Background: an optimization exercise with open tools, aiming at small area. Do not read the settings as production practice. In this exercise RTL edits were held to simulation tests only and were not proved equivalent to the original. The clock port is modelled as an ideal driver; clocking choices that lean on that would not hold on a real chip. Power is estimated from default activity; no workload was simulated.

== run A ==
// audio_processing
module audio_processing #(
    parameter int num_taps = 8,
    parameter int bclk_div = 4
) (
    input  logic                        clk,
    input  logic                        rst,
    input  logic                        audio_enable,
    input  logic                        i2s_bclk,
    input  logic                        i2s_lrclk,
    input  logic                        i2s_d,
    input  logic                        coef_wr_en,
    input  audio_pkg::band_t            coef_band,
    input  logic [$clog2(num_taps)-1:0] coef_addr,
    input  audio_pkg::coef_t            coef_data,
    input  logic                        gain_wr_en,
    input  audio_pkg::band_t            gain_band,
    input  audio_pkg::gain_t            gain_data,
    output logic                        dac_bclk,
    output logic                        dac_lrclk,
    output logic                        dac_data
);
==> flow/config.mk <==
export PLATFORM = sky130hd
export DESIGN_NAME = audio_processing
export DESIGN_NICKNAME = audio_processing
export VERILOG_FILES = /design/flow/design.v
export SDC_FILE = /design/flow/constraint.sdc
export NUM_CORES = 4
export LEC_CHECK = 0
export CAP_MARGIN = 20
export CORE_MARGIN = 2
export CORE_UTILIZATION = 65
export CTS_BUF_LIST = sky130_fd_sc_hd__clkbuf_16
export CTS_CLUSTER_DIAMETER = 100
export CTS_CLUSTER_SIZE = 20
export SLEW_MARGIN = 20
export SYNTH_HIERARCHICAL = 1
==> flow/constraint.sdc <==
create_clock -name core_clock -period 20.0 [get_ports {clk}]
set_input_delay 4.0000 -clock core_clock [delete_from_list [all_inputs] [get_ports {clk}]]
set_output_delay 4.0000 -clock core_clock [all_outputs]
set_load 0.01 [all_outputs]
standard.sh (not shown) runs the stock make flow with config.mk's settings and CLKGATE_MAP_FILE= SYNTH_SCRIPT=/design/flow/synth_recipe.tcl, a recipe that flattens the netlist after the stock synthesis.
==> flow/flow/run.sh <==
#!/bin/bash
set -euo pipefail
W=$PWD
{ head -n 1 synth_recipe.tcl; cat flow/abc_proc.tcl; tail -n +2 synth_recipe.tcl; } > own_synth.tcl
sed "s|SYNTH_SCRIPT=[^ ]*synth_recipe.tcl|SYNTH_SCRIPT=$W/own_synth.tcl|" standard.sh > own_standard.sh
grep -q "SYNTH_SCRIPT=$W/own_synth.tcl" own_standard.sh
export OWN_ABC_SCRIPT=$W/flow/abc_map.script
export CTS_ARGS="-sink_clustering_enable -repair_clock_nets -sink_clustering_size 20 -sink_clustering_max_diameter 100 -buf_list sky130_fd_sc_hd__clkbuf_16 -dont_use_dummy_load"
bash own_standard.sh > standard.log 2>&1
==> flow/flow/abc_map.script <==
&get -n
&st
&dch
&nf -R 1000 -p
&st
&syn2
&if -g -K 6
&synch2
&nf -R 1000 -p
&st
&syn2
&if -g -K 6
&synch2
&nf -R 1000 -p
&st
&syn2
&if -g -K 6
&synch2
&nf -R 1000 -p
&st
&syn2
&if -g -K 6
&synch2
&nf -R 1000 -p
&st
&syn2
&if -g -K 6
&synch2
&nf -R 1000 -p
&put
topo
stime -c
dnsize -c
==> flow/flow/abc_proc.tcl <==
# Own synthesis: ORFS's synthesis exactly as the standard flow's synth_recipe.tcl runs it, except that the
# final technology mapping (abc) uses flow/abc_map.script instead of ORFS's abc_speed.script:
# the same sequence with the delay relaxed in &nf (-R 1000, pin permutation on) and without
# upsizing, so that gates are mapped for area; the clock period leaves ample slack.
proc abc {args} {
  set i [lsearch -exact $args -script]
  if { $i >= 0 } {
    lset args [expr { $i + 1 }] $::env(OWN_ABC_SCRIPT)
  }
  yosys abc {*}$args
}
In summary, run A completed successfully, with a layout that passed the timing, design-rule and antenna checks.
Changes in run B relative to run A:
==> flow/flow/run.sh <==
#!/bin/bash
set -euo pipefail
export RECOVER_POWER=100
export CTS_ARGS="-sink_clustering_enable -repair_clock_nets -sink_clustering_size 20 -sink_clustering_max_diameter 100 -buf_list sky130_fd_sc_hd__clkbuf_16 -dont_use_dummy_load"
bash standard.sh > standard.log 2>&1
removed: flow/flow/abc_map.script
removed: flow/flow/abc_proc.tcl
## What came out
The layout from run B, despite a flow that completed every stage, fails the layout checks, with the failing checks listed as capacitance limit, slew limit.
Parity-gate share of the synthesized area counting xor and xnor cells ended up 0.45 points lower on run B than on run A.
Summary of run B over run A: number of placed instances, taps included rose by 74; core region area +about 4.6%; fmax has decreased; least setup slack across all paths after layout went down; path length in cells of the critical path lower.
What run C does differently from run B at the input level:
==> flow/flow/run.sh <==
#!/bin/bash
set -euo pipefail
W=$PWD
{ head -n 1 synth_recipe.tcl; cat flow/abc_proc.tcl; tail -n +2 synth_recipe.tcl; } > own_synth.tcl
sed "s|SYNTH_SCRIPT=[^ ]*synth_recipe.tcl|SYNTH_SCRIPT=$W/own_synth.tcl|" standard.sh > own_standard.sh
grep -q "SYNTH_SCRIPT=$W/own_synth.tcl" own_standard.sh
export OWN_ABC_SCRIPT=$W/flow/abc_map.script
export CTS_ARGS="-sink_clustering_enable -repair_clock_nets -sink_clustering_size 20 -sink_clustering_max_diameter 100 -buf_list sky130_fd_sc_hd__clkbuf_16 -dont_use_dummy_load"
bash own_standard.sh > standard.log 2>&1
==> flow/flow/abc_map.script (new file) <==
&get -n
&st
&dch
&nf -R 1000 -p
&st
&syn2
&if -g -K 6
&synch2
&nf -R 1000 -p
&st
&syn2
&if -g -K 6
&synch2
&nf -R 1000 -p
&st
&syn2
&if -g -K 6
&synch2
&nf -R 1000 -p
&st
&syn2
&if -g -K 6
&synch2
&nf -R 1000 -p
&st
&syn2
&if -g -K 6
&synch2
&nf -R 1000 -p
&put
buffer -c
topo
stime -c
dnsize -c
==> flow/flow/abc_proc.tcl (new file) <==
# Own synthesis: ORFS's synthesis exactly as the standard flow's synth_recipe.tcl runs it, except that the
# final technology mapping (abc) uses flow/abc_map.script instead of ORFS's abc_speed.script:
# the same sequence with the delay relaxed in &nf (-R 1000, pin permutation on) and without
# upsizing, so that gates are mapped for area; the clock period leaves ample slack.
proc abc {args} {
  set i [lsearch -exact $args -script]
  if { $i >= 0 } {
    lset args [expr { $i + 1 }] $::env(OWN_ABC_SCRIPT)
  }
  yosys abc {*}$args
}
## What came out
Both conditions hold for run C: the flow ran to the end and the final layout passed the timing, design-rule and antenna checks. Summary of the comparison: design area is lower in run C, relative to run B. Run C vs. run B: count of standard-cell rows went down by 1.9%. Fraction of the mapped netlist area in simple logic gates (lower): run B. Run C against run B: post-synthesis average cell area now sits lower; wire length now sits lower; synthesized cell count now sits lower; delay of the slowest critical-path stage now sits lower. From run B to run C the numbers moved as follows: buffering overhead went up 0.34 points; area of the placeable core went down about 4%.
For run D, these inputs were changed with respect to run C:
==> flow/flow/run.sh <==
#!/bin/bash
set -euo pipefail
export RECOVER_POWER=100
bash standard.sh > standard.log 2>&1
removed: flow/flow/abc_map.script
removed: flow/flow/abc_proc.tcl
==> comparison <==
The sole clean run among run C and run D is run C. The flow for run D finished, though final verification flagged capacitance limit, slew limit. Compared with run C, run D shows a higher data arrival time of the worst path. Per the comparison of run D with run C, leakage power of the design went up; final design utilization went up; power in sequential cells did not really move; share of power burned in combinational logic went down; post-layout worst setup margin went down. The clock power reported for run D is greater than that of run C by about 10%. Run D vs run C — total number of cells along the worst setup path dropped 28%. [compare] base=run C new=run D: post-synthesis sequential area ratio decreased 2.3 points; largest net degree at the start of global routing increased about 130%; required time of the critical path essentially unchanged.

---

Another version of the RTL of audio_processing (not shown whole).
Size in the first run: ~3600 cells after synthesis.
clock: 20.0 ns
lec_check: 0
cap_margin: 0
core_margin: 2
core_utilization: 65
cts_buf_list: sky130_fd_sc_hd__clkbuf_16
cts_cluster_diameter: 100
cts_cluster_size: 20
slew_margin: 0
synth_hierarchical: 1
run.sh (not shown) runs the stock make flow with config.mk's settings and CLKGATE_MAP_FILE= SYNTH_SCRIPT=/design/flow/synth_recipe.tcl, a recipe that flattens the netlist after the stock synthesis.
Stock flow here: none of the scripts above is used.
Then changed:
--- a/flow/config.mk
+++ b/flow/config.mk
@@ -8 +8 @@
-export CAP_MARGIN = 0
+export CAP_MARGIN = 20
@@ -14 +14 @@
-export SLEW_MARGIN = 0
+export SLEW_MARGIN = 20
Maximum frequency came out higher by 0.96%.
Final area barely changes.
Die area does not change.
Setup slack gets better by 0.17 ns.
Worst hold slack gets worse by 0.011 ns.
Power barely changes.
Global-route usage came out lower by 0.14 points.

---

Starting RTL as in the previous note.
clock: 20.0 ns
lec_check: 0
cap_margin: 20
core_margin: 2
core_utilization: 65
cts_buf_list: sky130_fd_sc_hd__clkbuf_16
cts_cluster_diameter: 150
cts_cluster_size: 24
slew_margin: 20
synth_hierarchical: 1
The first run passed the timing, design-rule and antenna checks.
Next try:
Settings changed: CTS_CLUSTER_DIAMETER 150 to 100, CTS_CLUSTER_SIZE 24 to 30.
What happened:
- global-route usage stays flat
- routed wire length hardly moves
- hold slack barely changes
- register-to-register slack barely changes
- worst setup slack gains 0.0063 ns

static timing again, ports no longer ideal:
In the flow no input, the clock included, has a driving cell. The finished layouts below were timed again as built, in two steps.
Step 1 (the two cells are an assumption about what drives the block):
set clk [get_ports {clk}]
set_driving_cell -lib_cell sky130_fd_sc_hd__clkbuf_16 $clk
set_driving_cell -lib_cell sky130_fd_sc_hd__buf_2 [delete_from_list [all_inputs] $clk]
Step 2, shift: input delay + t, output delay - t, t = (earliest + latest rising clock arrival at the registers) / 2. This alone moves slack from input paths to output paths.
a / b / c = ideal ports / drivers / drivers and shift; a / b = the first two.
run	shift t [ns]	slack for setup (ns)	worst setup path after step 2	worst register clock-pin slew, ns
run A	0.695	3.105 / 3.105 / 3.105	register to register	0.10 / 0.10
run B	0.695	2.064 / 2.064 / 2.064	register to register	0.09 / 0.09
run C	0.697	3.402 / 3.402 / 3.402	register to register	0.09 / 0.09
run D	0.730	2.143 / 2.143 / 2.143	register to register	0.10 / 0.10
the first run of note 2	0.732	2.539 / 2.539 / 2.539	register to register	0.10 / 0.10
the second run of note 2	0.724	2.704 / 2.704 / 2.704	register to register	0.10 / 0.10
the first run of note 3	0.714	2.691 / 2.691 / 2.691	register to register	0.12 / 0.12
the second run of note 3	0.704	2.698 / 2.698 / 2.698	register to register	0.12 / 0.12
